This is an optimization exercise on Yosys and OpenROAD, whose aim is small area, not a production implementation. Function was checked by simulation only, so behaviour that the tests miss may differ from the original.

==> flow/design.v (excerpt) <==
module cordic_top (
    input  logic               i_clk,
    input  logic               i_reset,
    input  logic               i_valid,
    input  logic signed [31:0] i_x,
    input  logic signed [31:0] i_y,
    input  logic signed [31:0] i_angle,
    output logic               o_valid,
    output logic signed [31:0] o_x,
    output logic signed [31:0] o_y
);
    logic [1:0] q0;
    assign q0 = i_angle[31:30];
    logic flip0, odd0, exact0;
    assign flip0  = q0[1] ^ q0[0];
    assign odd0   = q0[0];
    assign exact0 = (i_angle[29:0] == 30'd0);
    logic ny0;
    assign ny0 = exact0 ? q0[1] : flip0;   
    logic signed [30:0] z0;
    assign z0 = {i_angle[30], i_angle[29:0]};   
    logic signed [31:0] xex, yex;
    assign xex = odd0 ? {i_y[30:0], 1'b0} : {i_x[30:0], 1'b0};
    assign yex = odd0 ? {i_x[30:0], 1'b0} : {i_y[30:0], 1'b0};
    logic d0;
    assign d0 = z0[30];
    logic signed [29:0] z1;
    logic signed [29:0] zp1, zm1;
    assign zp1 = 30'(add_c(32'(z0), 32'd536870912, 1'b0));
    assign zm1 = 30'(add_c(32'(z0), ~32'd536870912, 1'b1));
    assign z1 = d0 ? zp1 : zm1;
    logic d1;
    assign d1 = z1[29];
    logic p0;
    assign p0 = ~d0;
    logic signed [31:0] xf0, yf0;
    assign xf0 = i_x;
    assign yf0 = i_y ^ {32{p0}};
    logic signed [29:0] z2;
    logic signed [29:0] zp2, zm2;
    assign zp2 = 30'(add_c(32'(z1), 32'd316933406, 1'b0));
    assign zm2 = 30'(add_c(32'(z1), ~32'd316933406, 1'b1));
    assign z2 = d1 ? zp2 : zm2;
    logic d2;
    assign d2 = z2[29];
    logic signed [31:0] x1, y1, tx0, ty0;
    assign ty0 = yf0 >>> 0;
    assign tx0 = xf0 >>> 0;
    logic fy0;
    assign fy0 = d0 ^ ~d1;
    logic cx1, cy1;
    assign x1 = add_c(xf0, ty0, p0);
    assign y1 = add_x(~yf0, tx0, 1'b0, fy0);
    assign cx1 = 1'b0;
    assign cy1 = ~p0 ^ fy0;
    logic signed [31:0] xs1, ys1;
    logic cxs1, cys1;
    assign xs1 = exact0 ? xex : x1;
  ...
For scale: roughly 12000 cells after synthesis, about 1300 flip-flops, about 160 I/O pins, about 0.10 mm² of cells after synthesis.
clock: 6.0 ns
lec_check: 0
cap_margin: 20
core_margin: 2
core_utilization: 45
cts_buf_list: sky130_fd_sc_hd__clkbuf_4 sky130_fd_sc_hd__clkbuf_8
gpl_timing_driven: 0
slew_margin: 20
run.sh (not shown) runs the stock make flow with config.mk's settings and CLKGATE_MAP_FILE= SYNTH_SCRIPT=/design/flow/synth_recipe.tcl, a recipe that flattens the netlist after the stock synthesis.
The starting point completed without violations.
Change:
Settings changed: ABC_AREA set to 1, CTS_BUF_LIST sky130_fd_sc_hd__clkbuf_4 sky130_fd_sc_hd__clkbuf_8 to sky130_fd_sc_hd__clkbuf_8.
What happened:
- The new run completed without violations
- routed wire length came out higher by 5.8%
- count of clock-buffer cells in the layout came out lower by 26
- worst setup slack is better by 0.11 ns
- cell count climbs by 26%
- first-iteration DRC count climbs by 17%
- clock skew barely changes
- register-to-register slack improved by 0.19 ns


Setup of oak:
Another version of the RTL of cordic_top (not shown whole).
==> flow/design.v (excerpt) <==
module cordic_top (
    input  logic               i_clk,
    input  logic               i_reset,
    input  logic               i_valid,
    input  logic signed [31:0] i_x,
    input  logic signed [31:0] i_y,
    input  logic signed [31:0] i_angle,
    output logic               o_valid,
    output logic signed [31:0] o_x,
    output logic signed [31:0] o_y
);
clock: 6.0 ns
lec_check: 0
cap_margin: 20
core_margin: 2
core_utilization: 45
cts_buf_list: sky130_fd_sc_hd__clkbuf_8
gpl_timing_driven: 0
slew_margin: 20
oak: flow complete, layout not clean; failing: negative setup slack
[inputs] pine vs oak
Settings: SETUP_SLACK_MARGIN: unset -> 0.1.
Findings:
pine finished all stages; the layout is clean.
Relative to oak, the number of setup violations in the final report of pine is lower by 2.
Between pine and oak, the post-placement cell area figures differ only marginally.
Lower clock period minus final worst setup slack goes to pine over oak.
Cell count in pine is about 0.3% above oak.
pine against oak: routed wire length on met2 rose 980 um; area growth from synthesis to layout increased 0.48 points.
The following lists how birch was set up differently from pine:
Settings: a change of CORE_UTILIZATION from 45 to 50.
==> results.txt <==
Between birch and pine, the buffering overhead figures differ only marginally. Number of non-filler instances in the completed layout: birch vs pine down 324. Going from pine to birch, clock buffer count in the final layout climbed 6. Taking pine as the reference, in birch smallest setup slack after layout climbed 0.0055 ns, filler cell count in the final layout dropped 2,504. | final area | pine vs birch | ≈ equal |. Between pine and birch, the flow reports non-clock buffer count decreasing slightly.


cordic_top with an RTL version that a note above also has.
For scale: about 12000 cells after synthesis, ~1300 flip-flops, about 100000 um^2 of cells after synthesis.
// cordic_top
module cordic_top (
    input  logic               i_clk,
    input  logic               i_reset,
    input  logic               i_valid,
    input  logic signed [31:0] i_x,
    input  logic signed [31:0] i_y,
    input  logic signed [31:0] i_angle,
    output logic               o_valid,
    output logic signed [31:0] o_x,
    output logic signed [31:0] o_y
);
clock: 6.0 ns
lec_check: 0
cap_margin: 20
core_margin: 2
core_utilization: 45
cts_buf_list: sky130_fd_sc_hd__clkbuf_8
gpl_timing_driven: 0
slew_margin: 20
Rerun with:
Settings changed: CTS_BUF_LIST sky130_fd_sc_hd__clkbuf_8 to unset.
First-iteration DRC count rises by 0.33%. Wire length falls by 0.40%. Cell count falls by 0.82%. Sequential share of layout area hardly moves. Die area stays the same. Worst setup slack loses 0.026 ns. Utilization rises by 0.21 points.

-- afterwards: timing with drivers on the ports --
The flow's constraints put no driver on any port. The routed layouts listed below were extracted and timed again, unchanged, in two steps.
Step 1, drivers: a clkbuf_16 drives i_clk and a buf_2 each remaining input, both assumed.
Step 2 moves the port delays by t, midway between the first and last clock arrival at a register: inputs arrive t later, outputs are due t later. That takes back most of the time a late clock gives input paths.
Three values: no drivers, after step 1, after step 2; two values: the first two.
run | shift t [ns] | setup slack, ns | worst setup path after step 2 | clock arrival spread, ns
the first run of note 1 | 1.044 | 0.177 / 0.112 / -0.808 | input to register | 0.077 / 0.077
the second run of note 1 | 1.091 | 0.282 / 0.199 / -0.642 | input to register | 0.076 / 0.076
oak | 1.048 | -0.003 / -0.091 / -0.676 | input to register | 0.069 / 0.069
pine | 1.014 | 0.091 / 0.008 / -0.580 | input to register | 0.058 / 0.057
birch | 1.037 | 0.096 / 0.017 / -0.619 | input to register | 0.071 / 0.070
the first run of note 3 | 1.041 | 0.165 / 0.133 / -0.816 | input to register | 0.075 / 0.076
the second run of note 3 | 0.893 | 0.139 / 0.117 / -0.554 | input to register | 0.063 / 0.063
Met with ideal ports but missed after step 2: setup timing in 6 of these runs. For the first run of note 1, which loses most, drivers alone change the setup slack by -0.065 ns; drivers and shift together by -0.985 ns.
